What follows belongs to an exercise in optimizing a design on an open flow for small area, a short achievable clock period and few clock cycles; a production flow would make more cautious choices.
The RTL was checked by simulation tests, not by an equivalence proof against the original design.
Power is estimated from default activity; no workload was simulated.

Design lsu_top, start of the top module:
module lsu_top
(
    input  logic      clk,
    input  logic      rst,
    input  logic      req_valid,
    input  lsu_req_t  req,
    output logic      req_ready,
    output logic      resp_valid,
    output lsu_resp_t resp
);
    logic [MEM_WORDS-1:0] sel_q;
    strb_t      be_q;
    word_t      wd_q;
    logic       v_q;
    logic       ld_q;
    logic       err_q;
    logic [1:0] off_q;
    logic [1:0] sz_q;
    logic       sgn_q;
    word_t      rd_lo;
    word_t      rd_hi;
    word_t      load_data;
    logic       v2_q;
    logic       ld2_q;
    logic       err2_q;
    logic [1:0] off2_q;
    logic [1:0] sz2_q;
    logic       sgn2_q;
    word_t      rd_lo_q;
    word_t      rd_hi_q;
    lsu_ctrl u_ctrl (
        .clk       (clk),
        .rst       (rst),
        .req_valid (req_valid),
        .req       (req),
        .req_ready (req_ready),
        .sel_q     (sel_q),
        .be_q      (be_q),
        .wd_q      (wd_q),
        .v_q       (v_q),
        .ld_q      (ld_q),
        .err_q     (err_q),
        .off_q     (off_q),
        .sz_q      (sz_q),
        .sgn_q     (sgn_q)
    );
    data_sram u_sram (
        .clk (clk),
        .sel (sel_q),
        .be  (be_q),
        .wd  (wd_q),
        .rd_lo (rd_lo),
        .rd_hi (rd_hi)
    );
    always_ff @(posedge clk) begin
        if (rst) begin
            v2_q  <= 1'b0;
            ld2_q <= 1'b0;
  ...
make LEC_CHECK=0 CAP_MARGIN=20 CORE_MARGIN=2 CORE_UTILIZATION=45 CTS_CLUSTER_DIAMETER=100 CTS_CLUSTER_SIZE=30 PLACE_DENSITY=0.75 SETUP_SLACK_MARGIN=2.8 SLEW_MARGIN=20 finish   # period 5.0 ns
run.sh (not shown) runs the stock make flow with config.mk's settings and CLKGATE_MAP_FILE= SYNTH_SCRIPT=/design/flow/synth_recipe.tcl, a recipe that flattens the netlist after the stock synthesis.
The first run passed the timing, design-rule and antenna checks.
Testbench counts at the start, summed over its fixed seeds: cycles 12,024.
==> next run, changes <==
--- a/flow/config.mk
+++ b/flow/config.mk
@@ -11,5 +11,5 @@
 export CTS_CLUSTER_DIAMETER = 100
 export CTS_CLUSTER_SIZE = 30
-export PLACE_DENSITY = 0.75
-export SETUP_SLACK_MARGIN = 2.8
+export PLACE_DENSITY = 0.6
+export SETUP_SLACK_MARGIN = 2.9
 export SLEW_MARGIN = 20
=> Die area does not change. Sequential power stays flat. Final area is about the same. Setup slack improves by 68 ps. Hold slack got worse by 5.3 ps. Utilization stays flat. Cell count hardly moves. First-iteration DRC count drops by 28%.
==> next run, changes <==
--- a/flow/config.mk
+++ b/flow/config.mk
@@ -12,4 +12,4 @@
 export CTS_CLUSTER_SIZE = 30
 export PLACE_DENSITY = 0.6
-export SETUP_SLACK_MARGIN = 2.9
+export SETUP_SLACK_MARGIN = 3.0
 export SLEW_MARGIN = 20
Outcome:
- The changed run finished clean
- via count stays flat
- sequential share of layout area is lower by 0.46 points
- sequential power is about the same
- register-to-register slack is better by 110 ps
- clock power went up by about 0.8%
- setup slack barely changes
==> next run, changes <==
--- a/flow/config.mk
+++ b/flow/config.mk
@@ -12,4 +12,4 @@
 export CTS_CLUSTER_SIZE = 30
 export PLACE_DENSITY = 0.6
-export SETUP_SLACK_MARGIN = 3.0
+export SETUP_SLACK_MARGIN = 2.8
 export SLEW_MARGIN = 20
Sequential power is about the same.
First-iteration DRC count went down by a little under a tenth.
Sequential share of layout area went up by 0.63 points.
Routed wire length went up slightly.
Cell count went down slightly.
Via count stays flat.
Utilization went down by 0.40 points.
==> next run, changes <==
--- a/flow/config.mk
+++ b/flow/config.mk
@@ -10,6 +10,6 @@
 export CORE_UTILIZATION = 45
 export CTS_CLUSTER_DIAMETER = 100
-export CTS_CLUSTER_SIZE = 30
+export CTS_CLUSTER_SIZE = 26
 export PLACE_DENSITY = 0.6
-export SETUP_SLACK_MARGIN = 2.8
+export SETUP_SLACK_MARGIN = 3.2
 export SLEW_MARGIN = 20
After rerunning: Total power increases by 4.2%; flip-flop and latch count is unchanged; via count came out higher by about 5%; first-iteration DRC count came out higher by 14%; die area is unchanged.

========
Setup of the previous run:
lsu_top, a different RTL version from the one above (not shown whole).
Size: ~4,300 cells after synthesis, roughly 2,200 flip-flops, ~110 I/O pins, about 81,000 sq um of cells after synthesis.
Settings: LEC_CHECK=0, CAP_MARGIN=20, CORE_MARGIN=2, CORE_UTILIZATION=45, PLACE_DENSITY=0.6, SETUP_SLACK_MARGIN=2.8, SLEW_MARGIN=20; clock period 5.0 ns.
Testbench counts of the previous run, summed over its fixed seeds: cycles 12,024.
For the current run, these inputs were changed with respect to the previous run:
- putting CTS_BUF_LIST at sky130_fd_sc_hd__clkbuf_8 sky130_fd_sc_hd__clkbuf_16 where nothing was set
- swapping 0.6 for 0.65 in PLACE_DENSITY
- swapping 45 for 52 in CORE_UTILIZATION
Findings:
Having completed the whole flow, the current run delivered a layout that passed the timing, design-rule and antenna checks.
On fraction of power spent switching nets, the previous run and the current run are neck and neck.
Re placed wire-length estimate: the previous run was higher than the current run.
The current run has number of placed instances, taps included below what the previous run had.
The previous run ended up with rd_q[22]$_DFF_P_ as its critical path endpoint; the current run ended up with rd_q[17]$_DFF_P_.
Reported for the previous run and the current run, top-level I/O count turned out identical to the last digit.
Compared with the previous run, the current run shows utilization higher by 8.3 points.
Relative to the previous run, wire length after detailed routing decreased by 0.47% in the current run.
Relative to the previous run, the setup slack after layout of the current run is higher by 0.023 ns.

========
lsu_top again, from the RTL that the note above started with.
clock: 5.0 ns
lec_check: 0
cap_margin: 20
core_margin: 2
core_utilization: 45
cts_cluster_diameter: 100
cts_cluster_size: 30
place_density: 0.6
setup_slack_margin: 2.8
slew_margin: 20
The baseline passed the timing, design-rule and antenna checks.
Testbench counts at the start, summed over its fixed seeds: cycles 12,024.
Edit:
CTS_CLUSTER_DIAMETER = not set   (was 100)
CTS_CLUSTER_SIZE = not set   (was 30)
SETUP_SLACK_MARGIN = 2.2   (was 2.8)
What happened:
- fmax fell by 19%
- worst hold slack got worse by 0.011 ns
- setup slack degrades by 0.56 ns
- power climbs by 18%
- synthesized cell count does not change
- first-iteration DRC count drops by 8.9%
- die area stays the same
- cell count is higher by 1.3%
- via count goes down by 0.79%
- synthesized area stays the same
- register-to-register slack is worse by 0.56 ns

-- what the ideal ports hide --
No port has a modelled driver above. Below, the same layouts with a new extraction and two added sets of constraints.
Step 1 (the two cells are an assumption about what drives the block):
set clk [get_ports {clk}]
set_driving_cell -lib_cell sky130_fd_sc_hd__clkbuf_16 $clk
set_driving_cell -lib_cell sky130_fd_sc_hd__buf_2 [delete_from_list [all_inputs] $clk]
Step 2 also shifts input and output timing later by t, the mid clock arrival at the registers, as if the neighbouring blocks saw the same clock.
a / b / c = ideal / step 1 / step 2; a / b = the first two.
run	t (ns)	slack for setup (ns)	hold slack, ns	worst setup path after step 2	pins driven straight from the clock port
the first run of note 1	0.826	2.717 / 2.688 / 2.075	0.341 / 0.341 / 0.341	input to register	1
the second run of note 1	0.819	2.785 / 2.700 / 2.149	0.336 / 0.336 / 0.336	input to register	1
the third run of note 1	0.801	2.787 / 2.714 / 2.276	0.338 / 0.338 / 0.338	input to register	1
the fourth run of note 1	0.816	2.758 / 2.700 / 1.944	0.337 / 0.337 / 0.337	input to register	1
the fifth run of note 1	0.833	2.778 / 2.702 / 2.365	0.331 / 0.331 / 0.331	input to register	1
the previous run	0.933	2.626 / 2.625 / 2.047	0.333 / 0.333 / 0.333	input to register	1
the current run	0.921	2.649 / 2.636 / 2.023	0.329 / 0.329 / 0.329	input to register	1
the first run of note 3	0.833	2.640 / 2.640 / 2.180	0.344 / 0.344 / 0.344	input to register	1
the second run of note 3	0.932	2.085 / 2.085 / 1.912	0.333 / 0.333 / 0.333	input to register	1
After both steps every run listed still meets setup and hold. For the fourth run of note 1, which loses most, drivers alone change the setup slack by -0.058 ns; drivers and shift together by -0.814 ns.
